What follows belongs to an exercise in optimizing a design on an open flow for small area, a short achievable clock period and few clock cycles per item; a production flow would make more cautious choices. At most, simulation tests tie the RTL to the original design; equivalence was not proved. Only the layout flow was run in runs 4 and 5; the RTL was not checked for function there. Power and IR drop assume default switching activity.

### flow/design.v
package wafp_pkg;
  localparam int unsigned WINDOW_DEPTH = 64;
  localparam int unsigned SAMPLE_BITS  = 32;
  localparam int unsigned ADDR_BITS  = (WINDOW_DEPTH > 1) ? $clog2(WINDOW_DEPTH) : 1;
  localparam int unsigned COUNT_BITS = $clog2(WINDOW_DEPTH + 1);
  localparam int unsigned SUM_BITS   = SAMPLE_BITS + ADDR_BITS;
  localparam int unsigned STEP_BITS  = $clog2(SUM_BITS);
  localparam int unsigned FLOOR_BITS = 6;
  localparam int unsigned BIAS_BITS  = 14;
  localparam int unsigned IN_BYTES   = (2 * SAMPLE_BITS + 7) / 8;
  localparam int unsigned OUT_BYTES  = (FLOOR_BITS + BIAS_BITS + 7) / 8;
  localparam int unsigned POOL_TIER_4 = 1500;
  localparam int unsigned POOL_TIER_3 = 800;
  localparam int unsigned POOL_TIER_2 = 400;
  localparam int unsigned POOL_TIER_1 = 150;
  localparam int unsigned POOL_LOW    = 40;
  localparam int unsigned BONUS_4 = 25;
  localparam int unsigned BONUS_3 = 14;
  localparam int unsigned BONUS_2 = 8;
  localparam int unsigned BONUS_1 = 4;
  localparam int unsigned BIAS_4   = 9800;
  localparam int unsigned BIAS_3   = 9900;
  localparam int unsigned BIAS_2   = 9950;
  localparam int unsigned BIAS_MID = 10000;
  localparam int unsigned BIAS_LOW = 10100;
  localparam int unsigned FEE_DIV       = 50;
  localparam int unsigned FEE_CAP       = 32;
  localparam int unsigned FEE_CAP_START = FEE_CAP * FEE_DIV;
  localparam int unsigned FEE_IN_BITS   = $clog2(FEE_CAP_START);
  localparam int unsigned FEE_RECIP       = 1311;
  localparam int unsigned FEE_RECIP_BITS  = 11;
  localparam int unsigned FEE_RECIP_SHIFT = 16;
  localparam int unsigned FEE_PROD_BITS   = FEE_IN_BITS + FEE_RECIP_BITS;
endpackage
module wafp_ram #(
  parameter int unsigned Width = 8,
  parameter int unsigned Depth = 16
) (
  input  logic             clk_i,
  input  logic             we_i,
  input  logic [Width-1:0] wdata_i,
  output logic [Width-1:0] rdata_o
);
  logic [Depth*Width-1:0] ring_q;
  assign rdata_o = ring_q[Depth*Width-1 -: Width];
  always_ff @(posedge clk_i) begin
    ring_q <= {ring_q[(Depth-1)*Width-1:0], we_i ? wdata_i : rdata_o};
  end
endmodule
module windowed_average_fee_policy (
  input  logic                             clk_i,
  input  logic                             rst_ni,
  input  logic                             s_axis_tvalid,
  output logic                             s_axis_tready,
  input  logic [8*wafp_pkg::IN_BYTES-1:0]  s_axis_tdata,
  output logic                             m_axis_tvalid,
  input  logic                             m_axis_tready,
  output logic [8*wafp_pkg::OUT_BYTES-1:0] m_axis_tdata
);
  localparam int unsigned SB = wafp_pkg::SAMPLE_BITS;
  localparam int unsigned XB = 17;                    
  localparam int unsigned UB = XB + 6;                
  localparam int unsigned CB = wafp_pkg::COUNT_BITS;  
  localparam int unsigned QD = 6;                     
  localparam int unsigned OB = 3;                     
  localparam logic [2:0] TC_LOW = 3'd0;
  localparam logic [2:0] TC_MID = 3'd1;
  localparam logic [2:0] TC_1   = 3'd2;
  localparam logic [2:0] TC_2   = 3'd3;
  localparam logic [2:0] TC_3   = 3'd4;
  localparam logic [2:0] TC_4   = 3'd5;
  logic [5:0]    phase_q;       
  logic          started_q;     
  logic [OB-1:0] owed_q;        
  logic          ready_q, ready_out_q;
  logic          in_fire, out_fire;
  logic [5:0]    phase_d;
  logic [OB-1:0] owed_d;
  logic          ready_d;
  logic [XB-1:0] xp_q, xf_q;
  logic          xv_q;
  assign s_axis_tready = ready_out_q;
  assign in_fire       = s_axis_tvalid && ready_q;
  assign phase_d = (in_fire || !started_q) ? '0 : phase_q + 6'd1;
  assign owed_d  = owed_q + OB'(in_fire) - OB'(out_fire);
  assign ready_d = (phase_d == '0) && (owed_d < OB'(QD));
  always_ff @(posedge clk_i or negedge rst_ni) begin
    if (!rst_ni) begin
      phase_q     <= '0;
      started_q   <= 1'b0;
      owed_q      <= '0;
      ready_q     <= 1'b0;
      ready_out_q <= 1'b0;
      xv_q        <= 1'b0;
    end else begin
      phase_q     <= phase_d;
      started_q   <= started_q || in_fire;
      owed_q      <= owed_d;
      ready_q     <= ready_d;
      ready_out_q <= ready_d;
      xv_q        <= in_fire;
    end
  end
  logic [SB-1:0] in_p, in_f;
  assign in_p = s_axis_tdata[SB-1:0];
  assign in_f = s_axis_tdata[2*SB-1:SB];
  always_ff @(posedge clk_i) begin
    xp_q <= (|in_p[SB-1:XB]) ? {XB{1'b1}} : in_p[XB-1:0];
    xf_q <= (|in_f[SB-1:XB]) ? {XB{1'b1}} : in_f[XB-1:0];
  end
  logic [2*XB-1:0] old_pair;
  logic [XB-1:0]   old_p, old_f;
  logic [CB-1:0]   n1_q;             
  logic            full1;
  logic            v1_q, grow1_q;
  logic [XB:0]     dp_q, df_q;       
  wafp_ram #(
    .Width (2 * XB),
    .Depth (wafp_pkg::WINDOW_DEPTH)
  ) u_window (
    .clk_i   (clk_i),
    .we_i    (xv_q),
    .wdata_i ({xf_q, xp_q}),
    .rdata_o (old_pair)
  );
  assign full1 = n1_q[CB-1];
  assign old_p = full1 ? old_pair[XB-1:0] : '0;
  assign old_f = full1 ? old_pair[2*XB-1:XB] : '0;
  always_ff @(posedge clk_i or negedge rst_ni) begin
    if (!rst_ni) begin
      n1_q    <= '0;
      v1_q    <= 1'b0;
      grow1_q <= 1'b0;
    end else begin
      v1_q    <= xv_q;
      grow1_q <= xv_q && !full1;
      if (xv_q && !full1) n1_q <= n1_q + CB'(1);
    end
  end
  always_ff @(posedge clk_i or negedge rst_ni) begin
    if (!rst_ni) begin
      dp_q <= '0;
      df_q <= '0;
    end else if (xv_q) begin
      dp_q <= {1'b0, xp_q} + {1'b1, ~old_p} + (XB+1)'(full1);
      df_q <= {1'b0, xf_q} - {1'b0, old_f};
    end else begin
      dp_q <= '0;
      df_q <= '0;
    end
  end
  localparam int unsigned DB = 12;   
  logic [UB:0]     pn_q;             
  logic [UB-1:0]   fsum_q;
  logic [DB-1:0]   d_q;              
  logic [DB+1:0]   d3_q;             
  logic [16:0]     d30_q;            
  logic [11:0]     l39_q;            
  logic            v2_q;
  always_ff @(posedge clk_i or negedge rst_ni) begin
    if (!rst_ni) begin
      pn_q   <= '0;
      fsum_q <= '0;
      d_q    <= '0;
      d3_q   <= '0;
      d30_q  <= '0;
      l39_q  <= '0;
      v2_q   <= 1'b0;
    end else begin
      v2_q <= v1_q;
      pn_q   <= pn_q + {{(UB-XB){dp_q[XB]}}, dp_q};
      fsum_q <= fsum_q + {{(UB-XB-1){df_q[XB]}}, df_q};
      if (grow1_q) begin
        d_q   <= d_q + DB'(50);
        d3_q  <= d3_q + 14'd150;
        d30_q <= d30_q + 17'd1500;
        l39_q <= l39_q + 12'd39;
      end
    end
  end
  localparam int unsigned RB = 17;   
  logic          pneg, pbig;
  logic [16:0]   pl;
  logic [2:0]    tc1;
  logic          cap;
  logic          fbig;
  logic [RB-1:0] fl;
  logic [RB:0]   s8, s16, s24;
  logic [1:0]    qhi;
  logic [14:0]   r1;                 
  assign pneg = pn_q[UB];
  assign pbig = |pn_q[UB-1:17];
  assign pl   = pn_q[16:0];
  always_comb begin
    if (pneg)                              tc1 = TC_LOW;
    else if (pbig || pl >= d30_q)          tc1 = TC_4;
    else if (pl >= 17'({d_q, 4'b0}))       tc1 = TC_3;
    else if (pl >= 17'({d_q, 3'b0}))       tc1 = TC_2;
    else if (pl >= 17'(d3_q))              tc1 = TC_1;
    else if (pl < 17'(l39_q))              tc1 = TC_LOW;
    else                                   tc1 = TC_MID;
  end
  assign fbig = |fsum_q[UB-1:RB];
  assign fl   = fsum_q[RB-1:0];
  assign cap  = fbig || (fl >= {d_q, 5'b0});
  assign s8   = {1'b0, fl} - (RB+1)'({d_q, 3'b0});
  assign s16  = {1'b0, fl} - (RB+1)'({d_q, 4'b0});
  assign s24  = {1'b0, fl} - (RB+1)'({d3_q, 3'b0});
  always_comb begin
    if (!s24[RB])      begin qhi = 2'd3; r1 = 15'(s24); end
    else if (!s16[RB]) begin qhi = 2'd2; r1 = 15'(s16); end
    else if (!s8[RB])  begin qhi = 2'd1; r1 = 15'(s8);  end
    else               begin qhi = 2'd0; r1 = 15'(fl);  end
  end
  logic          v3_q;
  logic [2:0]    tc3_q;
  logic          cap3_q;
  logic [1:0]    qhi3_q;
  logic [14:0]   r1_q;
  logic [DB-1:0] m1_q;               
  logic [DB+1:0] m3_q;               
  logic [DB+2:0] m5_q, m7_q;         
  always_ff @(posedge clk_i or negedge rst_ni) begin
    if (!rst_ni) v3_q <= 1'b0;
    else         v3_q <= v2_q;
  end
  always_ff @(posedge clk_i) begin
    tc3_q  <= tc1;
    cap3_q <= cap;
    qhi3_q <= qhi;
    r1_q   <= r1;
    m1_q   <= d_q;
    m3_q   <= d3_q;
    m5_q   <= {1'b0, d_q, 2'b0} + 15'(d_q);
    m7_q   <= {d_q, 3'b0} - 15'(d_q);
  end
  logic [7:1] ge;
  logic [5:0] base, min_fee;
  assign ge[1] = (r1_q >= 15'(m1_q));
  assign ge[2] = (r1_q >= 15'({m1_q, 1'b0}));
  assign ge[3] = (r1_q >= 15'(m3_q));
  assign ge[4] = (r1_q >= 15'({m1_q, 2'b0}));
  assign ge[5] = (r1_q >= m5_q);
  assign ge[6] = (r1_q >= 15'({m3_q, 1'b0}));
  assign ge[7] = (r1_q >= m7_q);
  always_comb begin
    case (tc3_q)
      TC_4:    base = 6'(wafp_pkg::BONUS_4 + 1);
      TC_3:    base = 6'(wafp_pkg::BONUS_3 + 1);
      TC_2:    base = 6'(wafp_pkg::BONUS_2 + 1);
      TC_1:    base = 6'(wafp_pkg::BONUS_1 + 1);
      default: base = 6'd1;
    endcase
  end
  logic [5:0] cand0;
  logic [7:0] pick;
  assign cand0 = base + (cap3_q ? 6'(wafp_pkg::FEE_CAP) : {1'b0, qhi3_q, 3'b0});
  always_comb begin
    pick[0] = cap3_q || !ge[1];
    for (int k = 1; k < 7; k++) pick[k] = !cap3_q && ge[k] && !ge[k+1];
    pick[7] = !cap3_q && ge[7];
    min_fee = '0;
    for (int k = 0; k < 8; k++) begin
      min_fee = min_fee | ({6{pick[k]}} & (cand0 + 6'(k)));
    end
  end
  logic [8:0]    qd_q [1:QD-1];
  logic [OB-1:0] qn_q;
  logic          mv_q, mv_out_q;
  logic [OB-1:0] wpos, qn_d;
  logic [5:0]    hfee_q;
  logic [8:0]    hbias_q;            
  logic [8:0] bias_new, bias_next;
  logic [13:0] bn, bx;
  always_comb begin
    case (tc3_q)
      TC_4:    bn = 14'(wafp_pkg::BIAS_4);
      TC_3:    bn = 14'(wafp_pkg::BIAS_3);
      TC_2:    bn = 14'(wafp_pkg::BIAS_2);
      TC_LOW:  bn = 14'(wafp_pkg::BIAS_LOW);
      default: bn = 14'(wafp_pkg::BIAS_MID);
    endcase
    case (qd_q[1][8:6])
      TC_4:    bx = 14'(wafp_pkg::BIAS_4);
      TC_3:    bx = 14'(wafp_pkg::BIAS_3);
      TC_2:    bx = 14'(wafp_pkg::BIAS_2);
      TC_LOW:  bx = 14'(wafp_pkg::BIAS_LOW);
      default: bx = 14'(wafp_pkg::BIAS_MID);
    endcase
  end
  assign bias_new  = bn[8:0];
  assign bias_next = bx[8:0];
  assign out_fire = mv_q && m_axis_tready;
  assign wpos     = qn_q - OB'(out_fire);
  assign qn_d     = qn_q + OB'(v3_q) - OB'(out_fire);
  always_ff @(posedge clk_i or negedge rst_ni) begin
    if (!rst_ni) begin
      qn_q     <= '0;
      mv_q     <= 1'b0;
      mv_out_q <= 1'b0;
    end else begin
      qn_q     <= qn_d;
      mv_q     <= (qn_d != '0);
      mv_out_q <= (qn_d != '0);
    end
  end
  always_ff @(posedge clk_i) begin
    if (v3_q && wpos == '0) begin
      hfee_q  <= min_fee;
      hbias_q <= bias_new;
    end else if (out_fire) begin
      hfee_q  <= qd_q[1][5:0];
      hbias_q <= bias_next;
    end
    for (int i = 1; i < QD; i++) begin
      if (v3_q && wpos == OB'(i)) begin
        qd_q[i] <= {tc3_q, min_fee};
      end else if (out_fire) begin
        if (i < QD - 1) qd_q[i] <= qd_q[i+1];
      end
    end
  end
  assign m_axis_tvalid = mv_out_q;
  assign m_axis_tdata  = {4'b0, 5'b10011, hbias_q, hfee_q};
endmodule
### flow/run.sh
#!/bin/bash
# synth_recipe.tcl (not shown) runs the flow's synth.tcl, then flattens the netlist and writes it again
# the make line also repeats each setting of config.mk as NAME=value (left out here)
make -C /OpenROAD-flow-scripts/flow DESIGN_CONFIG=/design/flow/config.mk WORK_HOME=/design/flow/orfs CLKGATE_MAP_FILE= SYNTH_SCRIPT=/design/flow/synth_recipe.tcl finish
### flow/config.mk
export PLATFORM = sky130hd
export DESIGN_NAME = windowed_average_fee_policy
export DESIGN_NICKNAME = windowed_average_fee_policy
export VERILOG_FILES = /design/flow/design.v
export SDC_FILE = /design/flow/constraint.sdc
export NUM_CORES = 4
export LEC_CHECK = 0
export ABC_AREA = 1
export ABC_CLOCK_PERIOD_IN_PS = 2500
export CAP_MARGIN = 20
export CORE_MARGIN = 2
export CORE_UTILIZATION = 55
export CTS_BUF_LIST = sky130_fd_sc_hd__clkbuf_8 sky130_fd_sc_hd__clkbuf_16
export CTS_CLUSTER_DIAMETER = 70
export CTS_CLUSTER_SIZE = 30
export SETUP_SLACK_MARGIN = 5
export SLEW_MARGIN = 20
### flow/constraint.sdc
create_clock -name core_clock -period 8.0 [get_ports {clk_i}]
set_input_delay 1.6000 -clock core_clock [delete_from_list [all_inputs] [get_ports {clk_i}]]
set_output_delay 1.6000 -clock core_clock [all_outputs]
set_load 0.01 [all_outputs]
==> results by group, run 1 <==
Detailed routing
  • Average vias per placed instance: approximately 4.6
  • Number of nets with antenna violations after detailed routing: 0
  • Post-Route WL: approximately 100,000 um
  • Iteration-0 DRC Markers: 1,881
  • Number of iterations in the first detailed-routing pass: 7
  • Number of vias in the routed layout: 32.5k
  • Routed length per placed instance: between 10 and 15 um
  • DRC viols: 0

Clock tree
  • Clock insertion delay at the later pin of the skew report: 740 ps
  • Hold buffer count at cts: 0
  • Total CTS buffers: 109
  • H-tree depth: 3
  • Clock sink count: 2,500
  • Clock tree from TritonCTS: built
  • Bufs on Longest Clock Path: 3
  • Clk pin slew, worst setup/hold paths: about 100 ps
  • Root Buffer Master: clkbuf_16

STA
  • Aggregate negative setup slack: 0 ps
  • Final critical delay including setup and external delays: 2910 ps
  • Hold Fails Final Rpt: 0
  • Slew margin rel.: 0.403
  • Final count of pins violating max slew: 0
  • Highest attainable clock frequency: 344 MHz
  • Total setup violations reported at the end of the flow: 0
  • Maximum clock skew at final layout: ~53 ps
  • Slew at the pin with the worst max-slew slack: between 800 and 900 ps
  • RSZ-0062 raised after global routing: yes
  • Tcrit/Tclk final: 0.363

Run status
  • Result of the run: finished clean

Finish
  • Nets: 5,803
  • Fill cell total of the finished layout: around 9.5k
  • Area growth from synthesis to layout: 10.1%
  • Fraction of final layout cells with drive strength greater than 1: 0.0571
  • Multi-input combinational cell area: about 14,000 um^2
  • Storage element area: around 51,000 um^2
  • Fin util: 0.611

Worst setup path
  • Sequence of cells on the critical path: clkdlybuf4s15_1
  • Sort of element at the end of the critical path: output pin
  • Cell at the slowest stage of the critical path: edfxtp_1
  • Critical path launch point: hbias_q[4]
  • Reg2Reg Capture Point: qd_q[5][5]
  • Internal reg-to-reg setup slack: just over 5000 ps
  • Number of buffer and inverter instances along the worst setup path: 1
  • Worst flop-to-flop path startpoint: tc3_q[1]
  • Largest delay share family, worst path: flip-flops
  • Worst setup SP type: flip-flop
  • Worst path required time: around 6400 ps
  • Delay of the slowest cell on the worst path: around 370 ps
  • WS Path Type: reg2out
  • Critical path peak fanout: 1
  • Arrival time at the worst endpoint: 1310 ps
  • Depth of the most critical reg-to-reg path: 15

GRT
  • Total global routing track utilization: 0.165
  • Number of antenna violations at the first check in global routing: 1
  • Pin count of the biggest net entering global routing: between 60 and 70
  • Total overflow reported by the global router: 0
  • First-pass GRT wire length: 166,000 um
  • Vias in the first global route: between 30k and 40k

Synthesis
  • Gate Count Post-Synth: 5,213
  • Primary flip-flop cell chosen by synthesis mapping: dfxtp_1
  • Synth Area per Inst: 12.8 um^2
  • Post-Syn Area: ~67,000 um^2
  • Share of Yosys cell area claimed by the top area cell type: 0.685
  • Share of flip-flops with an asynchronous set or reset after synthesis: 0.0644
  • Largest cells by area after synthesis: dfxtp_1 (69%), dfrtp_1 (6.0%), ha_1 (5.8%)
  • Library cell occupying the most area in the post-synthesis netlist: dfxtp_1
  • Number of register bits inferred by synthesis: 2,500
  • Sequential fraction of the synthesis area: 0.772
  • Number of flops mapped to enable cells by yosys: 59
  • Netlist cell types: 58
  • Warnings, synthesis: 3

Hold path
  • Class of the tightest hold or removal check: reg2reg
  • Destination of the worst hold path: u_window.ring_q[921]
  • Launch instance of the worst min-delay path: u_window.ring_q[887]
  • Number of cells on the worst hold path: 0

Power
  • Static leakage power: 32.2 nW
  • Pwr per Cell Area: 264 nW/um^2
  • Maximum ir drop on the vdd rail: 240 uV
  • Final total power: 19.4 mW

Placement
  • Detail Placement HPWL: 67,100 um
  • Weighted congestion reported at the end of routability-driven placement: 0.881
  • PortBufs: 83

Floorplanning
  • Number of rows in the core area: 127
  • Die Outline Area: 124,000 um^2
  • Core area: ~120,000 um^2
  • Top-level port count: 94
  • Chip Height: 352 um
  • Die extent in x: 352 um
  • Initial Util: 0.555

Run
  • MaxCap Viol Count: 0
## kinds of logic after synthesis
logic type	synth area share
flip-flops	0.772
AND/OR/NAND/NOR	0.0847
AO/OA/AOI/OAI	0.0347
XOR/XNOR	0.0197
buffers and inverters	0.0267
adder cells (fa/ha/maj)	0.0616
multiplexers	0.000169
other	0.000113
## registers in the layout, summed over array words and instances (netlist names), 15 cells and up
signal,cells
u_window.ring_q,2176
pn_q,24
r1_q,15
xf_q,17
dp_q,18
qd_q,45
d30_q,15
fsum_q,23
df_q,18
xp_q,17
## Yosys cell counts (3+ instances only)
cell type and number:
o211ai_1 10, edfxtp_1 59, xor2_1 119, o31ai_1 5, nand3b_1 3, buf_4 11, nand3_1 161, nor4_1 14
nand2_1 843, inv_1 404, dfrtp_1 161, a21o_1 10, inv_2 6, nand2_2 8, o21a_1 7, dfxtp_1 2280
a21oi_1 216, nor2_1 223, nor3_1 35, fa_1 12, o21ai_1 9, buf_1 3, clkbuf_1 18, o21bai_1 11
nor3b_1 4, o21ai_0 132, nand3_2 3, or2_2 7, nand4_1 40, ha_1 309, xnor2_1 29, o2111ai_1 4
a21boi_1 4, a31oi_1 4, nor2_2 6, a211oi_1 5, buf_2 10
## where the power goes
part           internal (mW)  leakage, nW  switching (mW)
combinational          0.118         9.46           0.145
clock                   2.70         1.73            3.86
sequential              12.5         21.0          0.0213
## stage by stage
step                      instances  setup WS [ps]  cell area, um^2  hold slack (ps)
after floorplan                5221           4670            66800              310
after global routing           7075           4980            73300              318
after detailed placement       6882           3860            69500              312
final                          7077           5090            73300              307
after CTS                      7062           5000            73200              305
after global placement         6882           3870            69500              310
## worst max path at each step
stage	endpoint	slack, ps	cells after the start
finish	m_axis_tdata[10]	5090	1
global route	qd_q[4][5]	4980	15
CTS	m_axis_tdata[5]	5000	1
detailed placement	hbias_q[8]	3860	14
global placement	qd_q[5][8]	3870	9
floorplan	qd_q[3][0]	4670	10
## layout by cell type, fill, tap and decap left out, drive strengths merged, types with 8 or more instances in the layout
cell type / instances
a21o: 10
a21oi: 216
buf: 50
clkbuf: 119
clkdlybuf4s50: 64
clkinv: 14
clkinvlp: 8
conb: 10
dfrtp: 161
dfxtp: 2280
edfxtp: 59
fa: 12
ha: 309
inv: 437
nand2: 852
nand3: 164
nand4: 40
nor2: 230
nor3: 36
nor4: 15
o211ai: 10
o21ai: 143
o21bai: 11
or2: 8
xnor2: 30
xor2: 119
## metal layers
layer / track usage / vias up / share of wire
met3: 0.0252 / 167 / 0.034
met4: 0.0505 / 0 / 0.028
met1: 0.250 / 14900 / 0.53
li1: - / 16900 / -
met2: 0.245 / 440 / 0.41
met5: 0 / - / 0
## repair_timing
action	CTS	global route
pin swaps	6	9
gates cloned	1	0
gates resized for setup	70	38
setup endpoints to repair	149	102
buffers inserted	19	13
## cell type report
class,instances,share of cell area
diodes,2,0.0000682
clock buffers,113,0.0381
clock inverters,47,0.00998
inverters,411,0.0214
multi-input cells,2266,0.186
flip-flops and latches,2500,0.702
well taps,1612,0.0275
repair buffers,125,0.0148
repair inverters,1,0.000102
Testbench counts, summed over its fixed seeds: cycles 4,840, items 4,800.
==> run 2, diff against run 1 <==
==> flow/flow/run.sh (new file) <==
#!/bin/bash
set -euo pipefail
export BUFFER_PORTS_ARGS="-buffer_cell sky130_fd_sc_hd__buf_4"
export CTS_ARGS="-sink_clustering_enable -repair_clock_nets -sink_clustering_size 30 -sink_clustering_max_diameter 70 -buf_list {sky130_fd_sc_hd__clkbuf_8 sky130_fd_sc_hd__clkbuf_16} -dont_use_dummy_load"
bash standard.sh finish > flow_make.log 2>&1
==> flow/standard.sh (new file) <==
#!/bin/bash
# synth_recipe.tcl (not shown) runs the flow's synth.tcl, then flattens the netlist and writes it again
# the make line also repeats each setting of config.mk as NAME=value (left out here)
make -C /OpenROAD-flow-scripts/flow DESIGN_CONFIG=/design/flow/config.mk WORK_HOME=/design/flow/orfs CLKGATE_MAP_FILE= SYNTH_SCRIPT=/design/flow/synth_recipe.tcl "${@:-finish}"
removed: flow/run.sh
==> run 2 against run 1 <==
Compared with the run above: global-route usage up 0.086 points; register-to-register slack worse by 40 ps; first-iteration DRC count down 11%; clock-buffer cell count down 3; wire length up 0.48%; largest power group unchanged; core utilization down 0.88 points; sequential share of layout area up 1.0 points; hold slack worse by 44 ps; power down 3.8%; cell count down 0.88%; largest cell class unchanged; via count down 0.38%.
==> results by group, run 2 <==
STA
  • Final worst slack: 5090 ps (-2.81 ps)
  • Tcrit/Tclk final: 0.364 (about the same)
  • RSZ-0062 raised after global routing: yes
  • Final critical delay including setup and external delays: 2910 ps (+2.81 ps)
  • Slew at the pin with the worst max-slew slack: 747 ps (-148 ps)
  • Maximum clock skew at final layout: 77.7 ps (+24.5 ps)
  • Hold Fails Final Rpt: 0 (unchanged)
  • Highest attainable clock frequency: 344 MHz (about the same)
  • Final count of pins violating max slew: 0 (unchanged)
  • Aggregate negative setup slack: 0 ps (unchanged)
  • Total setup violations reported at the end of the flow: 0 (unchanged)
  • Slew margin rel.: 0.502 (+0.0988)

Worst setup path
  • WS Path Type: reg2out
  • Largest delay share family, worst path: flip-flops
  • Worst path required time: 6400 ps (about the same)
  • Cell at the slowest stage of the critical path: dfrtp_2
  • Arrival time at the worst endpoint: 1310 ps (about the same)
  • Sequence of cells on the critical path: buf_6
  • Delay of the slowest cell on the worst path: 470 ps (+100 ps)
  • Depth of the most critical reg-to-reg path: 11 (-4)
  • Number of buffer and inverter instances along the worst setup path: 1 (unchanged)
  • Critical path depth in cells: 1 (unchanged)
  • Worst setup SP type: flip-flop
  • Sort of element at the end of the critical path: output pin
  • Critical path peak fanout: 2 (+1)

Clock tree
  • Clock tree from TritonCTS: built
  • Total CTS buffers: 110 (+0.92%)
  • Clk pin slew, worst setup/hold paths: 100 ps (about the same)
  • Clock insertion delay at the later pin of the skew report: 710 ps (-30 ps)
  • H-tree depth: 3 (unchanged)
  • Bufs on Longest Clock Path: 3 (unchanged)
  • Clock sink count: 2,500 (unchanged)
  • Root Buffer Master: clkbuf_16

Synthesis
  • Share of Yosys cell area claimed by the top area cell type: 0.685 (unchanged)
  • Share of flip-flops with an asynchronous set or reset after synthesis: 0.0644 (unchanged)
  • Largest cells by area after synthesis: dfxtp_1 (69%), dfrtp_1 (6.0%), ha_1 (5.8%)
  • Most common library cells after synthesis: dfxtp_1 (2,280), nand2_1 (843), inv_1 (404)
  • Netlist cell types: 58 (unchanged)
  • Post-Syn Area: 66,600 um^2 (unchanged)
  • Primary flip-flop cell chosen by synthesis mapping: dfxtp_1
  • Sequential fraction of the synthesis area: 0.772 (unchanged)
  • Count leader, synth: dfxtp_1
  • Number of flops mapped to enable cells by yosys: 59 (unchanged)
  • Warnings, synthesis: 3 (unchanged)
  • Number of register bits inferred by synthesis: 2,500 (unchanged)
  • Library cell occupying the most area in the post-synthesis netlist: dfxtp_1
  • Gate Count Post-Synth: 5,213 (unchanged)
  • Synth Area per Inst: 12.8 um^2 (unchanged)

Power
  • Maximum ir drop on the vdd rail: 220 uV (-8.5%)
  • Net switching power figure: 3.57 mW (-11%)
  • Clock share of power: 0.314 (-0.024)
  • Internal Pwr Total: 15.1 mW (-1.8%)
  • Static leakage power: 31.9 nW (-1.1%)
  • Net Sw Frac: 0.191 (-0.0164)
  • Pwr per Cell Area: 258 nW/um^2 (-2.4%)
  • Portion of total power attributed to sequential cells: 0.673 (+0.025)
  • Combinational Power Share: 0.012 (-0.002)

Placement
  • PortBufs: 83 (unchanged)
  • Weighted congestion reported at the end of routability-driven placement: 0.874 (-0.83%)
  • Detail Placement HPWL: 68,100 um (+1.6%)
  • Dpl ws: 4320 ps (+456 ps)

GRT
  • Total overflow reported by the global router: 0 (unchanged)
  • Vias in the first global route: 31.8k (+0.44%)
  • Number of antenna violations at the first check in global routing: 2 (+1)
  • Pin count of the biggest net entering global routing: 65 (unchanged)
  • First-pass GRT wire length: 166,000 um (+0.38%)
  • Total global routing track utilization: 0.166 (+0.000855)

Hold path
  • Class of the tightest hold or removal check: reg2reg
  • Number of cells on the worst hold path: 0 (unchanged)

Detailed routing
  • Iteration-0 DRC Markers: 1,680 (-11%)
  • Routed length per placed instance: 14.6 um (+1.4%)
  • DRC viols: 0 (unchanged)
  • Post-Route WL: 103,000 um (+0.48%)
  • Number of vias in the routed layout: 32.3k (-0.38%)
  • Average vias per placed instance: 4.61 (+0.50%)
  • Number of nets with antenna violations after detailed routing: 0 (unchanged)
  • Number of iterations in the first detailed-routing pass: 5 (-2)

Floorplanning
  • Die Outline Area: 124,000 um^2 (unchanged)
  • Top-level port count: 94 (unchanged)
  • Chip Height: 352 um (unchanged)
  • Core area: 120,000 um^2 (unchanged)
  • Initial Util: 0.555 (unchanged)
  • Number of rows in the core area: 127 (unchanged)
  • Die extent in x: 352 um (unchanged)

Finish
  • Most common library cell in the layout ignoring fill and taps: dfxtp_1
  • Nets: 5,792 (-0.19%)
  • Largest register by flop count: u_window.ring_q
  • Flip-flop count of the largest register, all copies and words added: 2,176 (unchanged)
  • Fin util: 0.603 (-0.00879)
  • Commonest non-fill, non-tap cells in the layout: dfxtp_1 (2,272), nand2_1 (834), inv_1 (388)
  • Largest registers ranked by flip-flop count: u_window.ring_q (2176), qd_q (45), pn_q (24)
  • Fraction of final layout cells with drive strength greater than 1: 0.0589 (+0.00177)
  • Area growth from synthesis to layout: 8.52%

Run
  • MaxCap Viol Count: 0 (unchanged)

Run status
  • Result of the run: finished clean
run 2: cell counts after synthesis:
No cell type changed its count.
run 2: cell type report:
class | instances | area, um^2
repair buffers | 114 | 867
diodes | 2 | 5.00
flip-flops and latches | 2500 | 51500
fillers | 9609 | 47700
well taps | 1612 | 2020
multi-input cells | 2266 | 13600
clock buffers | 110 | 2750
inverters | 411 | 1570
run 2: timing repair:
action                     in CTS  in global routing
setup buffers                   3                 19
hold endpoints to repair        0                  0
setup endpoints to repair      33                 57
pin swaps                       2                  2
hold buffers                    0                  0
resized for setup              14                 28
run 2: through the flow:
stage               hold slack, ps  std cells  cell area, um^2  power (mW)
finish                         263       7015            72300        18.7
global placement               309       6881            69300        13.1
global route                   262       7013            72300        19.4
floorplan                      310       5221            66800        13.0
detailed placement             312       6881            69300        13.1
CTS                            269       6994            72100        18.9
run 2: worst paths after layout:
kind,startpoint,endpoint,slack (ps)
min reg2reg,u_window.ring_q[337],u_window.ring_q[371],260
max in group asynchronous,rst_ni,fsum_q[6],5840
max reg2reg,r1_q[12],qd_q[3][0],5130
min in group asynchronous,rst_ni,pn_q[19],880
max,mv_out_q,m_axis_tvalid,5090
min,u_window.ring_q[337],u_window.ring_q[371],260
run 2: power groups by stage:
| stage | logic [mW] | registers (mW) | clock network (mW) |
|---|---|---|---|
| final | 0.230 | 12.6 | 5.86 |
| after global routing | 0.258 | 12.6 | 6.54 |
| after CTS | 0.237 | 12.6 | 6.08 |
| after floorplan | 0.148 | 12.8 | 0 |
| after detailed placement | 0.236 | 12.8 | 0 |
| after global placement | 0.229 | 12.8 | 0 |
run 2: kinds of logic (layout without fill, tap and decap cells):
logic type | count (synthesis) | after routing | share of synthesized area
other | 2 | 12 | 0.000113
DFF | 2500 | 2500 | 0.772
and+or+nand+nor | 1359 | 1359 | 0.0847
buffers and inverters | 455 | 635 | 0.0267
xor gates and xnor gates | 149 | 149 | 0.0197
muxes | 1 | 1 | 0.000169
AOI/OAI and AO/OA | 426 | 426 | 0.0347
adders and majority gates | 321 | 321 | 0.0616
run 2: per-layer routing:
metal,vias to the layer above,global-route usage,routed length (um)
met5,-,0,0
met4,0,0.0542,2610
met3,158,0.0242,3770
met2,433,0.247,42200
met1,14900,0.250,54000
li1,16900,-,-
==> run 3, diff against run 2 <==
==> flow/flow/run.sh (replaced) <==
#!/bin/bash
set -euo pipefail
export BUFFER_PORTS_ARGS="-buffer_cell sky130_fd_sc_hd__buf_4"
export CTS_ARGS="-sink_clustering_enable -repair_clock_nets -sink_clustering_size 30 -sink_clustering_max_diameter 70 -buf_list {sky130_fd_sc_hd__clkbuf_8 sky130_fd_sc_hd__clkbuf_16} -dont_use_dummy_load"
sed "s/SETUP_SLACK_MARGIN=5 /SETUP_SLACK_MARGIN=5.3 /" standard.sh > standard_m.sh
bash standard_m.sh finish > flow_make.log 2>&1
==> run 3 against run 2 <==
Compared with the run above: still clean; die area stayed put; power rose by 0.21%; cell area is 0.92% higher; global-route usage fell by 0.21 points; core utilization up 0.55 points; critical path depth stayed put; register-to-register slack better by 210 ps; sequential cell count is the same; worst setup slack gained 54 ps; hold slack lost 16 ps; combinational power is about 20% higher; critical endpoint is now m_axis_tdata[8].
==> results by group, run 3 <==
Run status
  • Result of the run: finished clean

Worst setup path
  • Arrival time at the worst endpoint: 1260 ps (-50 ps)
  • Cell at the slowest stage of the critical path: edfxtp_1
  • Critical path depth in cells: 1 (unchanged)
  • Worst path required time: 6400 ps (about the same)
  • Delay of the slowest cell on the worst path: 450 ps (-20 ps)
  • Number of buffer and inverter instances along the worst setup path: 1 (unchanged)
  • Depth of the most critical reg-to-reg path: 19 (+8)
  • Sort of element at the end of the critical path: output pin
  • Critical path launch point: hbias_q[2]
  • Worst flop-to-flop path startpoint: tc3_q[2]
  • Critical path peak fanout: 1 (-1)
  • WS Path Type: reg2out
  • Sequence of cells on the critical path: buf_6
  • Worst setup SP type: flip-flop
  • Largest delay share family, worst path: flip-flops

Clock tree
  • Hold buffer count at cts: 0 (unchanged)
  • Clk pin slew, worst setup/hold paths: 80 ps (-20 ps)
  • Clock sink count: 2,500 (unchanged)
  • Root Buffer Master: clkbuf_16
  • Clock insertion delay at the later pin of the skew report: 710 ps (about the same)
  • H-tree depth: 3 (unchanged)
  • Clock tree from TritonCTS: built
  • Bufs on Longest Clock Path: 3 (unchanged)
  • Total CTS buffers: 110 (unchanged)

GRT
  • Total overflow reported by the global router: 0 (unchanged)
  • Pin count of the biggest net entering global routing: 63 (-3.1%)
  • Number of antenna violations at the first check in global routing: 0 (-2)
  • First-pass GRT wire length: 165,000 um (-0.50%)
  • Vias in the first global route: 31.7k (-0.37%)
  • Total global routing track utilization: 0.164 (-0.00209)

Finish
  • Commonest non-fill, non-tap cells in the layout: dfxtp_1 (2,264), nand2_1 (831), inv_1 (380)
  • Post-layout instance area: 73,000 um^2 (+0.92%)
  • Fraction of final layout cells with drive strength greater than 1: 0.0749 (+0.0160)
  • Number of diodes: 0 (-2)
  • Largest register by flop count: u_window.ring_q
  • Flip-flop count of the largest register, all copies and words added: 2,176 (unchanged)
  • Largest registers ranked by flip-flop count: u_window.ring_q (2176), qd_q (45), pn_q (24)
  • Area growth from synthesis to layout: 9.51%
  • Most common library cell in the layout ignoring fill and taps: dfxtp_1
  • Nets: 5,823 (+0.54%)

Synthesis
  • Number of flops mapped to enable cells by yosys: 59 (unchanged)
  • Warnings, synthesis: 3 (unchanged)
  • Share of Yosys cell area claimed by the top area cell type: 0.685 (unchanged)
  • Largest cells by area after synthesis: dfxtp_1 (69%), dfrtp_1 (6.0%), ha_1 (5.8%)
  • Gate Count Post-Synth: 5,213 (unchanged)
  • Sequential fraction of the synthesis area: 0.772 (unchanged)
  • Primary flip-flop cell chosen by synthesis mapping: dfxtp_1
  • Library cell occupying the most area in the post-synthesis netlist: dfxtp_1
  • Number of register bits inferred by synthesis: 2,500 (unchanged)
  • Most common library cells after synthesis: dfxtp_1 (2,280), nand2_1 (843), inv_1 (404)
  • Share of flip-flops with an asynchronous set or reset after synthesis: 0.0644 (unchanged)
  • Count leader, synth: dfxtp_1
  • Synth Area per Inst: 12.8 um^2 (unchanged)
  • Netlist cell types: 58 (unchanged)
  • Post-Syn Area: 66,600 um^2 (unchanged)

Placement
  • Total cell area at the placement stage: 69,300 um^2 (about the same)
  • Detail Placement HPWL: 66,800 um (-1.9%)
  • Weighted congestion reported at the end of routability-driven placement: 0.867 (-0.79%)
  • Dpl ws: 4330 ps (+15.6 ps)
  • PortBufs: 83 (unchanged)

Floorplanning
  • Die Outline Area: 124,000 um^2 (unchanged)
  • Chip Height: 352 um (unchanged)
  • Core area: 120,000 um^2 (unchanged)
  • Number of rows in the core area: 127 (unchanged)
  • Initial Util: 0.555 (unchanged)
  • Die extent in x: 352 um (unchanged)
  • Top-level port count: 94 (unchanged)

Hold path
  • Launch instance of the worst min-delay path: u_window.ring_q[1786]
  • Class of the tightest hold or removal check: reg2reg
  • Number of cells on the worst hold path: 0 (unchanged)

STA
  • Highest attainable clock frequency: 350 MHz (+1.9%)
  • Final count of pins violating max slew: 0 (unchanged)
  • Maximum clock skew at final layout: 97.0 ps (+19.3 ps)
  • Worst hold margin: 247 ps (-16.3 ps)
  • Hold Fails Final Rpt: 0 (unchanged)
  • Slew margin rel.: 0.460 (-0.0419)
  • Aggregate negative setup slack: 0 ps (unchanged)
  • Total setup violations reported at the end of the flow: 0 (unchanged)
  • Slew at the pin with the worst max-slew slack: 810 ps (+62.8 ps)
  • Tcrit/Tclk final: 0.357 (-0.00669)
  • Final critical delay including setup and external delays: 2860 ps (-53.5 ps)
  • Final worst slack: 5140 ps (+53.5 ps)
  • RSZ-0062 raised after global routing: yes

Power
  • Portion of total power attributed to sequential cells: 0.672 (about the same)
  • Internal Pwr Total: 15.1 mW (+0.16%)
  • Net switching power figure: 3.58 mW (+0.42%)
  • Maximum ir drop on the vdd rail: 233 uV (+6.2%)
  • Clock share of power: 0.313 (about the same)
  • Pwr per Cell Area: 256 nW/um^2 (-0.71%)
  • Combinational Power Share: 0.015 (+0.003)
  • Net Sw Frac: 0.192 (+0.000401)
  • Static leakage power: 32.1 nW (+0.69%)

Detailed routing
  • Number of vias in the routed layout: 32.5k (+0.49%)
  • Post-Route WL: 102,000 um (-0.82%)
  • Average vias per placed instance: 4.61 (about the same)
  • Number of iterations in the first detailed-routing pass: 5 (unchanged)
  • DRC viols: 0 (unchanged)
  • Number of nets with antenna violations after detailed routing: 0 (unchanged)
  • Routed length per placed instance: 14.5 um (-1.2%)
  • Iteration-0 DRC Markers: 1,772 (+5.5%)

Run
  • MaxCap Viol Count: 0 (unchanged)
[run 3: repair_timing]
action                     in CTS  in global routing
gates resized for setup        72                 83
pin swaps                      14                 21
setup endpoints to repair     151                109
setup buffers                  26                 25
cloned                          1                  1
[run 3: final timing paths]
path	end	slack (ps)
worst max-delay path	m_axis_tdata[8]	5140
worst min-delay path	u_window.ring_q[1820]	250
worst max register to register	qd_q[1][5]	5340
worst min register to register	u_window.ring_q[1820]	250
max in group asynchronous	fsum_q[12]	5810
min in group asynchronous	n1_q[2]	830
[run 3: stage by stage]
stage	std cells	util	power (mW)
2_1_floorplan	5221	-	13.0
3_3_place_gp	6881	0.577	13.1
3_5_place_dp	6881	0.577	13.1
4_1_cts	7018	0.604	18.9
5_1_grt	7044	0.608	19.4
6_report	7044	0.608	18.7
[run 3: cell families after synthesis]
logic type      synth area share
flops                      0.772
simple gates              0.0847
buf+inv                   0.0267
compound gates            0.0347
fa+ha+maj                 0.0616
xor+xnor                  0.0197
other cells             0.000113
mux                     0.000169
[run 3: per-layer routing]
metal	track usage	vias up	wire length (um)
li1	-	16900	-
met1	0.250	15000	53900
met2	0.245	418	42100
met3	0.0238	173	3300
met4	0.0445	0	2550
met5	0	-	0
[run 3: layout make-up]
| class | instances | area (um^2) |
|---|---|---|
| Fill cell | 9543 | 47000 |
| Tap cell | 1612 | 2020 |
| Multi-Input combinational cell | 2266 | 13800 |
| Sequential cell | 2500 | 51500 |
| Clock buffer | 110 | 2750 |
| Inverter | 411 | 1620 |
| Timing Repair inverter | 1 | 7.51 |
| Timing Repair Buffer | 144 | 1210 |
[run 3: power by group through the flow]
stage	registers (mW)	clock network [mW]	logic (mW)
2_1_floorplan	12.8	0	0.157
3_3_place_gp	12.9	0	0.239
6_report	12.6	5.85	0.277
3_5_place_dp	12.9	0	0.245
5_1_grt	12.6	6.48	0.306
4_1_cts	12.6	6.07	0.267
[run 3: worst register-to-register path: stages (launching register included)]
cell	delay, ps
dfxtp_4	380
buf_6	130
buf_6	110
nand3_4	70
inv_4	40
fa_2	590
buf_6	120
nand2_8	60
inv_8	70
nand3_2	70
nand2_1	70
nand2_1	40
nand2_1	50
inv_1	40
nand4_1	70
nand2_1	80
nor2_2	150
nand2_4	110
nand2_1	80
nand2_1	50
==> run 4, diff against run 3 <==
--- a/flow/design.v
+++ b/flow/design.v
@@ -63,3 +63,3 @@
   localparam int unsigned CB = wafp_pkg::COUNT_BITS;  
-  localparam int unsigned QD = 6;                     
+  localparam int unsigned QD = 5;                     
   localparam int unsigned OB = 3;                     
@@ -107,11 +107,17 @@
   always_ff @(posedge clk_i) begin
-    xp_q <= (|in_p[SB-1:XB]) ? {XB{1'b1}} : in_p[XB-1:0];
-    xf_q <= (|in_f[SB-1:XB]) ? {XB{1'b1}} : in_f[XB-1:0];
+    xp_q <= !in_fire ? '0 : (|in_p[SB-1:XB]) ? {XB{1'b1}} : in_p[XB-1:0];
+    xf_q <= !in_fire ? '0 : (|in_f[SB-1:XB]) ? {XB{1'b1}} : in_f[XB-1:0];
   end
+  localparam int unsigned DB = 12;   
   logic [2*XB-1:0] old_pair;
   logic [XB-1:0]   old_p, old_f;
-  logic [CB-1:0]   n1_q;             
-  logic            full1;
-  logic            v1_q, grow1_q;
-  logic [XB:0]     dp_q, df_q;       
+  logic [CB-1:0]   n_q;              
+  logic            full, evict, grow;
+  logic [UB:0]     pn_q;             
+  logic [UB-1:0]   fsum_q;
+  logic [DB-1:0]   d_q;              
+  logic [DB+1:0]   d3_q;             
+  logic [16:0]     d30_q;            
+  logic [11:0]     l39_q;            
+  logic            v2_q;
   wafp_ram #(
@@ -125,38 +131,10 @@
   );
-  assign full1 = n1_q[CB-1];
-  assign old_p = full1 ? old_pair[XB-1:0] : '0;
-  assign old_f = full1 ? old_pair[2*XB-1:XB] : '0;
-  always_ff @(posedge clk_i or negedge rst_ni) begin
-    if (!rst_ni) begin
-      n1_q    <= '0;
-      v1_q    <= 1'b0;
-      grow1_q <= 1'b0;
-    end else begin
-      v1_q    <= xv_q;
-      grow1_q <= xv_q && !full1;
-      if (xv_q && !full1) n1_q <= n1_q + CB'(1);
-    end
-  end
-  always_ff @(posedge clk_i or negedge rst_ni) begin
-    if (!rst_ni) begin
-      dp_q <= '0;
-      df_q <= '0;
-    end else if (xv_q) begin
-      dp_q <= {1'b0, xp_q} + {1'b1, ~old_p} + (XB+1)'(full1);
-      df_q <= {1'b0, xf_q} - {1'b0, old_f};
-    end else begin
-      dp_q <= '0;
-      df_q <= '0;
-    end
-  end
-  localparam int unsigned DB = 12;   
-  logic [UB:0]     pn_q;             
-  logic [UB-1:0]   fsum_q;
-  logic [DB-1:0]   d_q;              
-  logic [DB+1:0]   d3_q;             
-  logic [16:0]     d30_q;            
-  logic [11:0]     l39_q;            
-  logic            v2_q;
+  assign full  = n_q[CB-1];
+  assign evict = xv_q && full;
+  assign grow  = xv_q && !full;
+  assign old_p = evict ? old_pair[XB-1:0] : '0;
+  assign old_f = evict ? old_pair[2*XB-1:XB] : '0;
   always_ff @(posedge clk_i or negedge rst_ni) begin
     if (!rst_ni) begin
+      n_q    <= '0;
       pn_q   <= '0;
@@ -169,6 +147,7 @@
     end else begin
-      v2_q <= v1_q;
-      pn_q   <= pn_q + {{(UB-XB){dp_q[XB]}}, dp_q};
-      fsum_q <= fsum_q + {{(UB-XB-1){df_q[XB]}}, df_q};
-      if (grow1_q) begin
+      v2_q   <= xv_q;
+      pn_q   <= pn_q + (UB+1)'(xp_q) - (UB+1)'(old_p) - (UB+1)'(grow);
+      fsum_q <= fsum_q + UB'(xf_q) - UB'(old_f);
+      if (grow) begin
+        n_q   <= n_q + CB'(1);
         d_q   <= d_q + DB'(50);
==> flow/run.sh (new file) <==
#!/bin/bash
# synth_recipe.tcl (not shown) runs the flow's synth.tcl, then flattens the netlist and writes it again
# the make line also repeats each setting of config.mk as NAME=value (left out here)
make -C /OpenROAD-flow-scripts/flow DESIGN_CONFIG=/design/flow/config.mk WORK_HOME=/design/flow/orfs CLKGATE_MAP_FILE= SYNTH_SCRIPT=/design/flow/synth_recipe.tcl finish
removed: flow/flow/run.sh
removed: flow/standard.sh
==> run 4 against run 3 <==
Compared with the run above: synthesized cell count is 6.1% lower; global-route usage increased by 0.23 points; still clean on timing, DRC and antenna; highest routed layer unchanged; power is 1.8% higher; combinational power is essentially flat; worst setup slack worse by 340 ps; clock-buffer cell count increased by 1; first-iteration DRC count down 13%; cell count is 4.1% lower.
==> results by group, run 4 <==
Worst setup path
  • Critical path peak fanout: 4 (+3)
  • Internal reg-to-reg setup slack: 4800 ps (-540 ps)
  • Cell at the slowest stage of the critical path: fa_2
  • Reg2Reg Capture Point: pn_q[18]
  • Delay of the slowest cell on the worst path: 530 ps (+80 ps)
  • Worst path required time: 8590 ps (+2190 ps)
  • Worst flop-to-flop path startpoint: xv_q
  • Arrival time at the worst endpoint: 3790 ps (+2530 ps)
  • Sequence of cells on the critical path: buf_12 -> nand2_8 -> inv_16 -> fa_2 -> fa_1 -> inv_2 -> ha_4 -> inv_2 -> fa_2 -> o21ai_4 -> a21oi_2 -> o21ai_2 -> nand3_1 -> nand2_2 -> a21oi_2 -> xnor2_1
  • Sort of element at the end of the critical path: flip-flop
  • Worst setup SP type: flip-flop
  • WS Path Type: reg2reg
  • Depth of the most critical reg-to-reg path: 16 (-3)

Synthesis
  • Largest cells by area after synthesis: dfxtp_1 (70%), ha_1 (5.8%), dfrtp_1 (4.7%)
  • Netlist cell types: 62 (+6.9%)
  • Warnings, synthesis: 3 (unchanged)
  • Primary flip-flop cell chosen by synthesis mapping: dfxtp_1
  • Post-Syn Area: 64,800 um^2 (-2.7%)
  • Share of Yosys cell area claimed by the top area cell type: 0.704 (+0.0190)
  • Library cell occupying the most area in the post-synthesis netlist: dfxtp_1
  • Number of flops mapped to enable cells by yosys: 50 (-15%)
  • Gate Count Post-Synth: 4,894 (-6.1%)
  • Number of register bits inferred by synthesis: 2,453 (-1.9%)
  • Sequential fraction of the synthesis area: 0.775 (+0.00255)
  • Most common library cells after synthesis: dfxtp_1 (2,280), inv_1 (526), nand2_1 (525)
  • Share of flip-flops with an asynchronous set or reset after synthesis: 0.0501 (-0.0143)
  • Synth Area per Inst: 13.2 um^2 (+3.6%)
  • Count leader, synth: dfxtp_1

Placement
  • PortBufs: 83 (unchanged)
  • Weighted congestion reported at the end of routability-driven placement: 0.856 (-1.3%)
  • Placed Instances: 6,476 (-5.9%)
  • Detail Placement HPWL: 63,300 um (-5.3%)

Clock tree
  • Total CTS buffers: 106 (-3.6%)
  • Bufs on Longest Clock Path: 3 (unchanged)
  • Root Buffer Master: clkbuf_16
  • Clock tree from TritonCTS: built
  • Hold buffer count at cts: 0 (unchanged)
  • Clock sink count: 2,453 (-1.9%)
  • Clk pin slew, worst setup/hold paths: 110 ps (+30 ps)
  • Clock insertion delay at the later pin of the skew report: 720 ps (about the same)
  • H-tree depth: 3 (unchanged)

STA
  • Maximum clock skew at final layout: 36.0 ps (-60.9 ps)
  • RSZ-0062 raised after global routing: yes
  • Tcrit/Tclk final: 0.400 (+0.0426)
  • Slew at the pin with the worst max-slew slack: 738 ps (-72.1 ps)
  • Slew margin rel.: 0.506 (+0.0454)
  • Hold Fails Final Rpt: 0 (unchanged)
  • Aggregate negative setup slack: 0 ps (unchanged)
  • Total setup violations reported at the end of the flow: 0 (unchanged)
  • Final critical delay including setup and external delays: 3200 ps (+341 ps)
  • Highest attainable clock frequency: 313 MHz (-11%)
  • Final count of pins violating max slew: 0 (unchanged)

Hold path
  • Destination of the worst hold path: u_window.ring_q[43]
  • Number of cells on the worst hold path: 0 (unchanged)
  • Launch instance of the worst min-delay path: u_window.ring_q[9]
  • Class of the tightest hold or removal check: reg2reg

Floorplanning
  • Core area: 117,000 um^2 (-2.9%)
  • Initial Util: 0.556 (+0.00105)
  • Chip Height: 347 um (-1.3%)
  • Die extent in x: 347 um (-1.3%)
  • Die Outline Area: 121,000 um^2 (-2.7%)
  • Top-level port count: 94 (unchanged)
  • Number of rows in the core area: 125 (-1.6%)

Finish
  • Flip-flop count of the largest register, all copies and words added: 2,176 (unchanged)
  • Most common library cell in the layout ignoring fill and taps: dfxtp_1
  • Commonest non-fill, non-tap cells in the layout: dfxtp_1 (2,272), inv_1 (497), nand2_1 (486)
  • Fraction of final layout cells with drive strength greater than 1: 0.107 (+0.0322)
  • Nets: 5,589 (-4.0%)
  • Largest register by flop count: u_window.ring_q
  • Largest registers ranked by flip-flop count: u_window.ring_q (2176), qd_q (36), pn_q (24)
  • Number of diodes: 0 (unchanged)
  • Final standard cell count with taps included and fillers excluded: 6,753 (-4.1%)
  • Area growth from synthesis to layout: 13.2%

Detailed routing
  • Average vias per placed instance: 4.57 (-0.87%)
  • Number of nets with antenna violations after detailed routing: 0 (unchanged)
  • Number of iterations in the first detailed-routing pass: 8 (+3)
  • Iteration-0 DRC Markers: 1,548 (-13%)
  • Post-Route WL: 99,500 um (-2.2%)
  • Routed length per placed instance: 14.7 um (+2.0%)
  • DRC viols: 0 (unchanged)
  • Number of vias in the routed layout: 30.9k (-5.0%)

Run status
  • Result of the run: finished clean

GRT
  • Pin count of the biggest net entering global routing: 44 (-30%)
  • Number of antenna violations at the first check in global routing: 2 (+2)
  • Total global routing track utilization: 0.166 (+0.00232)
  • Vias in the first global route: 29.9k (-5.4%)
  • First-pass GRT wire length: 160,000 um (-3.3%)
  • Total overflow reported by the global router: 0 (unchanged)

Run
  • MaxCap Viol Count: 0 (unchanged)

Power
  • Pwr per Cell Area: 259 nW/um^2 (+1.2%)
  • Static leakage power: 31.8 nW (-0.78%)
  • Maximum ir drop on the vdd rail: 241 uV (+3.3%)
## run 4: cell types whose count changed after synthesis, sizes merged, moves of 27 or more
cell   delta
a21oi    -52
o21ai    +27
nor2     -41
fa       +30
nand3    -52
inv     +120
nand2   -317
dfrtp    -38
## run 4: cell type report
| class | instances | area, um^2 |
|---|---|---|
| clock buffer | 111 | 2740 |
| multi-input combinational | 1878 | 13700 |
| timing repair buffer | 207 | 1910 |
| sequential | 2453 | 50200 |
| timing repair inverter | 2 | 16.3 |
| tap | 1524 | 1910 |
| inverter | 532 | 2070 |
| clock inverter | 46 | 716 |
| fill | 8984 | 43200 |
## run 4: worst max-delay path by stage
stage	start	end	slack [ps]	cells after the start
3_5_place_dp	xv_q	pn_q[18]	3450	16
2_1_floorplan	xv_q	pn_q[18]	4640	18
5_1_grt	xv_q	pn_q[18]	4690	16
4_1_cts	xv_q	pn_q[18]	4820	16
3_3_place_gp	xv_q	pn_q[18]	3510	16
6_report	xv_q	pn_q[18]	4800	16
## run 4: per-layer routing
metal  wire, um  share of wire  global-route usage  vias up
met3       3640          0.037              0.0229      121
li1           -              -                   -    15900
met5          0              0                   0        -
met4       1820          0.018              0.0431        0
met2      41700           0.42               0.248      402
met1      52400           0.53               0.255    14400
## run 4: metrics by stage
stage | worst slack (ps) | util | total power [mW] | instance area [um^2] | hold slack (ps)
2_1_floorplan | 4640 | - | 12.8 | 65100 | 310
3_3_place_gp | 3510 | 0.581 | 12.9 | 67600 | 310
3_5_place_dp | 3450 | 0.581 | 12.9 | 67600 | 312
4_1_cts | 4820 | 0.621 | 19.3 | 72300 | 303
5_1_grt | 4690 | 0.630 | 19.7 | 73400 | 302
6_report | 4800 | 0.630 | 19.0 | 73400 | 297
## run 4: logic make-up (layout without fill, tap and decap cells)
group,after synthesis,after routing,synth area share
buffers and inverters,573,898,0.0343
multiplexers,1,1,0.000154
AO/OA/AOI/OAI,409,409,0.0350
other,2,10,0.000116
XOR/XNOR,156,156,0.0214
flip-flops,2453,2453,0.775
AND/OR/NAND/NOR,959,961,0.0636
adder cells (fa/ha/maj),341,341,0.0707
## run 4: worst max-delay path, delay by kind of cell, from the launching register on
| family | cells | cell delay [ps] |
|---|---|---|
| compound gates | 4 | 470 |
| buf+inv | 4 | 300 |
| fa+ha+maj | 4 | 1440 |
| simple gates | 3 | 290 |
| flops | 1 | 440 |
| xor+xnor | 1 | 120 |
## run 4: timing repair
action | CTS | global route
pin swaps | 70 | 73
gates resized for setup | 194 | 152
gates cloned | 7 | 0
buffers inserted | 57 | 56
endpoints found under the setup margin | 184 | 88
endpoints found under the hold margin | 0 | 0
## run 4: where the power goes
part           switching [mW]  internal, mW
clock                    3.71          2.73
combinational           0.142         0.133
sequential             0.0194          12.3
==> run 5, diff against run 4 <==
--- a/flow/design.v
+++ b/flow/design.v
@@ -85,3 +85,9 @@
   assign owed_d  = owed_q + OB'(in_fire) - OB'(out_fire);
-  assign ready_d = (phase_d == '0) && (owed_d < OB'(QD));
+  logic phase_wrap, rdy_in, rdy_in_out, rdy_none;
+  assign phase_wrap = !started_q || (phase_q == 6'd63);
+  assign rdy_in     = (owed_q < OB'(QD - 1));
+  assign rdy_in_out = (owed_q < OB'(QD));
+  assign rdy_none   = phase_wrap && (owed_q < OB'(QD));
+  assign ready_d    = in_fire ? (out_fire ? rdy_in_out : rdy_in)
+                              : (out_fire ? phase_wrap : rdy_none);
   always_ff @(posedge clk_i or negedge rst_ni) begin
@@ -113,4 +119,5 @@
   logic [XB-1:0]   old_p, old_f;
-  logic [CB-1:0]   n_q;              
-  logic            full, evict, grow;
+  logic [CB-1:0]   n0_q;             
+  logic            full0;
+  logic            evict_q, grow_q;  
   logic [UB:0]     pn_q;             
@@ -131,10 +138,18 @@
   );
-  assign full  = n_q[CB-1];
-  assign evict = xv_q && full;
-  assign grow  = xv_q && !full;
-  assign old_p = evict ? old_pair[XB-1:0] : '0;
-  assign old_f = evict ? old_pair[2*XB-1:XB] : '0;
+  assign full0 = n0_q[CB-1];
+  assign old_p = evict_q ? old_pair[XB-1:0] : '0;
+  assign old_f = evict_q ? old_pair[2*XB-1:XB] : '0;
+  always_ff @(posedge clk_i or negedge rst_ni) begin
+    if (!rst_ni) begin
+      n0_q    <= '0;
+      evict_q <= 1'b0;
+      grow_q  <= 1'b0;
+    end else begin
+      evict_q <= in_fire && full0;
+      grow_q  <= in_fire && !full0;
+      if (in_fire && !full0) n0_q <= n0_q + CB'(1);
+    end
+  end
   always_ff @(posedge clk_i or negedge rst_ni) begin
     if (!rst_ni) begin
-      n_q    <= '0;
       pn_q   <= '0;
@@ -148,6 +163,5 @@
       v2_q   <= xv_q;
-      pn_q   <= pn_q + (UB+1)'(xp_q) - (UB+1)'(old_p) - (UB+1)'(grow);
+      pn_q   <= pn_q + (UB+1)'(xp_q) - (UB+1)'(old_p) - (UB+1)'(grow_q);
       fsum_q <= fsum_q + UB'(xf_q) - UB'(old_f);
-      if (grow) begin
-        n_q   <= n_q + CB'(1);
+      if (grow_q) begin
         d_q   <= d_q + DB'(50);
@@ -248,3 +262,2 @@
   logic          mv_q, mv_out_q;
-  logic [OB-1:0] wpos, qn_d;
   logic [5:0]    hfee_q;
@@ -272,4 +285,23 @@
   assign out_fire = mv_q && m_axis_tready;
-  assign wpos     = qn_q - OB'(out_fire);
-  assign qn_d     = qn_q + OB'(v3_q) - OB'(out_fire);
+  logic [OB-1:0] qn_keep, qn_take;
+  logic          mv_keep, mv_take;
+  logic [5:0]    hfee_keep, hfee_take;
+  logic [8:0]    hbias_keep, hbias_take;
+  logic [8:0]    qd_keep [1:QD-1];
+  logic [8:0]    qd_take [1:QD-1];
+  assign qn_keep = qn_q + OB'(v3_q);
+  assign qn_take = qn_q + OB'(v3_q) - OB'(1);
+  assign mv_keep = v3_q || (qn_q != '0);
+  assign mv_take = v3_q || (qn_q > OB'(1));
+  always_comb begin
+    hfee_keep  = (v3_q && qn_q == '0) ? min_fee : hfee_q;
+    hbias_keep = (v3_q && qn_q == '0) ? bias_new : hbias_q;
+    hfee_take  = (v3_q && qn_q == OB'(1)) ? min_fee : qd_q[1][5:0];
+    hbias_take = (v3_q && qn_q == OB'(1)) ? bias_new : bias_next;
+    for (int i = 1; i < QD; i++) begin
+      qd_keep[i] = (v3_q && qn_q == OB'(i)) ? {tc3_q, min_fee} : qd_q[i];
+      if (i < QD - 1) qd_take[i] = (v3_q && qn_q == OB'(i + 1)) ? {tc3_q, min_fee} : qd_q[i+1];
+      else            qd_take[i] = qd_q[i];
+    end
+  end
   always_ff @(posedge clk_i or negedge rst_ni) begin
@@ -280,5 +312,5 @@
     end else begin
-      qn_q     <= qn_d;
-      mv_q     <= (qn_d != '0);
-      mv_out_q <= (qn_d != '0);
+      qn_q     <= out_fire ? qn_take : qn_keep;
+      mv_q     <= out_fire ? mv_take : mv_keep;
+      mv_out_q <= out_fire ? mv_take : mv_keep;
     end
@@ -286,16 +318,5 @@
   always_ff @(posedge clk_i) begin
-    if (v3_q && wpos == '0) begin
-      hfee_q  <= min_fee;
-      hbias_q <= bias_new;
-    end else if (out_fire) begin
-      hfee_q  <= qd_q[1][5:0];
-      hbias_q <= bias_next;
-    end
-    for (int i = 1; i < QD; i++) begin
-      if (v3_q && wpos == OB'(i)) begin
-        qd_q[i] <= {tc3_q, min_fee};
-      end else if (out_fire) begin
-        if (i < QD - 1) qd_q[i] <= qd_q[i+1];
-      end
-    end
+    hfee_q  <= out_fire ? hfee_take : hfee_keep;
+    hbias_q <= out_fire ? hbias_take : hbias_keep;
+    for (int i = 1; i < QD; i++) qd_q[i] <= out_fire ? qd_take[i] : qd_keep[i];
   end
==> flow/flow/run.sh (new file) <==
#!/bin/bash
set -euo pipefail
export BUFFER_PORTS_ARGS="-buffer_cell sky130_fd_sc_hd__buf_4"
export CTS_ARGS="-sink_clustering_enable -repair_clock_nets -sink_clustering_size 30 -sink_clustering_max_diameter 70 -buf_list {sky130_fd_sc_hd__clkbuf_8 sky130_fd_sc_hd__clkbuf_16} -dont_use_dummy_load"
sed "s/SETUP_SLACK_MARGIN=5 /SETUP_SLACK_MARGIN=5.3 /" standard.sh > standard_m.sh
bash standard_m.sh finish > flow_make.log 2>&1
==> flow/standard.sh (new file) <==
#!/bin/bash
# synth_recipe.tcl (not shown) runs the flow's synth.tcl, then flattens the netlist and writes it again
# the make line also repeats each setting of config.mk as NAME=value (left out here)
make -C /OpenROAD-flow-scripts/flow DESIGN_CONFIG=/design/flow/config.mk WORK_HOME=/design/flow/orfs CLKGATE_MAP_FILE= SYNTH_SCRIPT=/design/flow/synth_recipe.tcl "${@:-finish}"
removed: flow/run.sh
==> run 5 against run 4 <==
Compared with the run above: still clean; wire length increased by 0.76%; global-route usage shrank 0.19 points; sequential cell count up 2; non-clock buffer count up 20; worst setup slack got worse by 74 ps; via count grew 1.4%; sequential power grew 22%; synthesized area up 0.39%; critical path type unchanged; highest routed layer unchanged.
==> results by group, run 5 <==
Run status
  • Result of the run: finished clean

GRT
  • Number of antenna violations at the first check in global routing: 6 (+4)
  • Pin count of the biggest net entering global routing: 66 (+50%)
  • First-pass GRT wire length: 160,000 um (about the same)
  • Total overflow reported by the global router: 0 (unchanged)

Synthesis
  • Warnings, synthesis: 5 (+2)
  • Sequential fraction of the synthesis area: 0.770 (-0.00498)
  • Gate Count Post-Synth: 4,951 (+1.2%)
  • Share of flip-flops with an asynchronous set or reset after synthesis: 0.0509 (+0.000774)
  • Library cell occupying the most area in the post-synthesis netlist: dfxtp_1
  • Synth Area per Inst: 13.1 um^2 (-0.77%)
  • Post-Syn Area: 65,100 um^2 (+0.39%)
  • Netlist cell types: 66 (+6.5%)
  • Most common library cells after synthesis: dfxtp_1 (2,298), inv_1 (517), nand2_1 (500)
  • Number of flops mapped to enable cells by yosys: 32 (-36%)
  • Share of Yosys cell area claimed by the top area cell type: 0.707 (+0.00283)

STA
  • Final count of pins violating max slew: 0 (unchanged)
  • RSZ-0062 raised after global routing: yes
  • Maximum clock skew at final layout: 121 ps (+85.4 ps)
  • Final worst slack: 4730 ps (-73.9 ps)
  • Hold Fails Final Rpt: 0 (unchanged)
  • Highest attainable clock frequency: 306 MHz (-2.3%)
  • Slew margin rel.: 0.419 (-0.0869)
  • Final critical delay including setup and external delays: 3270 ps (+73.9 ps)
  • Aggregate negative setup slack: 0 ps (unchanged)

Power
  • Portion of total power attributed to sequential cells: 0.539 (-0.108)
  • Net Sw Frac: 0.293 (+0.0890)
  • Combinational Power Share: 0.260 (+0.246)
  • Clock share of power: 0.201 (-0.137)
  • Internal Pwr Total: 19.6 mW (+30%)
  • Net switching power figure: 8.13 mW (+110%)
  • Pwr per Cell Area: 382 nW/um^2 (+47%)

Floorplanning
  • Number of rows in the core area: 126 (+0.80%)
  • Initial Util: 0.553 (-0.00377)
  • Die extent in x: 348 um (+0.19%)
  • Chip Height: 348 um (+0.19%)

Detailed routing
  • Post-Route WL: 100,000 um (+0.76%)
  • Iteration-0 DRC Markers: 1,527 (-1.4%)
  • Number of iterations in the first detailed-routing pass: 5 (-3)
  • Number of vias in the routed layout: 31.3k (+1.4%)
  • DRC viols: 0 (unchanged)

Clock tree
  • Clock insertion delay at the later pin of the skew report: 720 ps (about the same)
  • Hold buffer count at cts: 0 (unchanged)
  • Total CTS buffers: 102 (-3.8%)
  • Bufs on Longest Clock Path: 3 (unchanged)
  • Clk pin slew, worst setup/hold paths: 100 ps (about the same)
  • Clock sink count: 2,455 (+0.082%)
  • Root Buffer Master: clkbuf_16

Worst setup path
  • Internal reg-to-reg setup slack: 4730 ps (-70 ps)
  • Cell at the slowest stage of the critical path: fa_2
  • Depth of the most critical reg-to-reg path: 18 (+2)
  • Sort of element at the end of the critical path: flip-flop
  • Critical path peak fanout: 3 (-1)
  • Worst setup SP type: flip-flop
  • Reg2Reg Capture Point: pn_q[20]
  • Worst path required time: 8580 ps (about the same)
  • Arrival time at the worst endpoint: 3850 ps (+60 ps)
  • Sequence of cells on the critical path: clkinvlp_4 -> fa_2 -> inv_2 -> fa_2 -> inv_2 -> ha_4 -> inv_2 -> fa_2 -> nand3b_1 -> nand2_2 -> a21oi_4 -> o21ai_4 -> nand3_2 -> nand2_2 -> nand2_2 -> nand2_4 -> a21oi_2 -> xor2_1

Finish
  • Flip-flop count of the largest register, all copies and words added: 2,176 (unchanged)
  • Most common library cell in the layout ignoring fill and taps: dfxtp_1
  • Largest register by flop count: u_window.ring_q
  • Area growth from synthesis to layout: 11.8%
  • Commonest non-fill, non-tap cells in the layout: dfxtp_1 (2,280), inv_1 (477), nand2_1 (457)

Placement
  • Weighted congestion reported at the end of routability-driven placement: 0.843 (-1.5%)
  • PortBufs: 83 (unchanged)
  • Detail Placement HPWL: 63,300 um (about the same)

Hold path
  • Number of cells on the worst hold path: 0 (unchanged)
  • Destination of the worst hold path: u_window.ring_q[152]
  • Class of the tightest hold or removal check: reg2reg
  • Launch instance of the worst min-delay path: u_window.ring_q[118]

Run
  • MaxCap Viol Count: 0 (unchanged)
## run 5: changes by cell type after synthesis, sizes merged, moves of 16 or more
cell | previous run | this run
a21oi | 164 | 198
nand3 | 112 | 130
nor2 | 189 | 206
nand4 | 40 | 63
or2 | 8 | 24
dfxtp | 2280 | 2298
edfxtp | 50 | 32
nand2 | 535 | 514
o21ai | 170 | 145
nor3 | 45 | 26
## run 5: logic make-up after synthesis
group | Yosys count | synth area share
flops | 2455 | 0.770
simple gates | 996 | 0.0680
buf+inv | 578 | 0.0344
compound gates | 422 | 0.0359
fa+ha+maj | 341 | 0.0703
xor+xnor | 150 | 0.0203
mux | 7 | 0.00113
other cells | 2 | 0.000115
## run 5: how the worst max path moves through the flow
stage | slack [ps] | endpoint | cells after the start | from
2_1_floorplan | 4630 | pn_q[20] | 20 | grow_q
3_3_place_gp | 4120 | pn_q[20] | 18 | grow_q
3_5_place_dp | 4140 | pn_q[20] | 18 | grow_q
4_1_cts | 4710 | pn_q[20] | 19 | evict_q
5_1_grt | 4570 | pn_q[20] | 18 | grow_q
6_report | 4730 | pn_q[20] | 18 | grow_q
## run 5: routing by layer
metal  GRT usage  wire, um  vias up
met1       0.250     52400    14600
met5           0         0        -
met4      0.0462      2310        0
li1            -         -    16100
met3      0.0254      3660      154
met2       0.244     41900      420
## run 5: per-stage QoR
step	power (mW)	util	instance area [um^2]	instances	hold WS, ps
final	27.8	0.618	72700	6775	279
after global routing	29.5	0.618	72700	6775	272
after CTS	27.2	0.608	71500	6704	276
after detailed placement	20.8	0.576	67800	6534	312
after global placement	20.8	0.576	67800	6534	310
after floorplan	19.2	-	65500	4959	310
## run 5: area by class of cell
cell class | count | area (um^2)
antenna | 1 | 2.50
clock buffer | 102 | 2550
fill | 9235 | 45000
inverter | 525 | 2050
multi-input combinational | 1927 | 14100
sequential | 2455 | 50100
tap | 1536 | 1920
timing repair buffer | 227 | 1950
timing repair inverter | 2 | 12.5
## run 5: power groups by stage
stage               Sequential (mW)  Clock [mW]  Combinational (mW)
global route                   15.2        6.24                8.06
global placement               15.2           0                5.52
floorplan                      14.8           0                4.41
detailed placement             15.2           0                5.60
finish                         15.0        5.59                7.21
CTS                            15.0        5.81                6.37
## run 5: critical path, delay by kind of cell (launching register included)
kind | cells | cell delay, ps
DFF | 1 | 380
AOI/OAI and AO/OA | 3 | 310
buffers and inverters | 4 | 280
and+or+nand+nor | 6 | 600
adders and majority gates | 4 | 1460
xor gates and xnor gates | 1 | 140
## run 5: what timing repair did
item / in CTS / in global routing
pin swaps: 50 / 91
endpoints found under the setup margin: 104 / 150
gates resized for setup: 165 / 155
buffers inserted: 65 / 66
cloned: 3 / 4

Setup slack of run 5, layout unchanged: 4.730 ns with ideal ports, 4.730 ns with driving cells assumed (clock clkbuf_16, inputs buf_2), 4.683 ns with port delays also shifted by the 0.739 ns mid clock arrival.
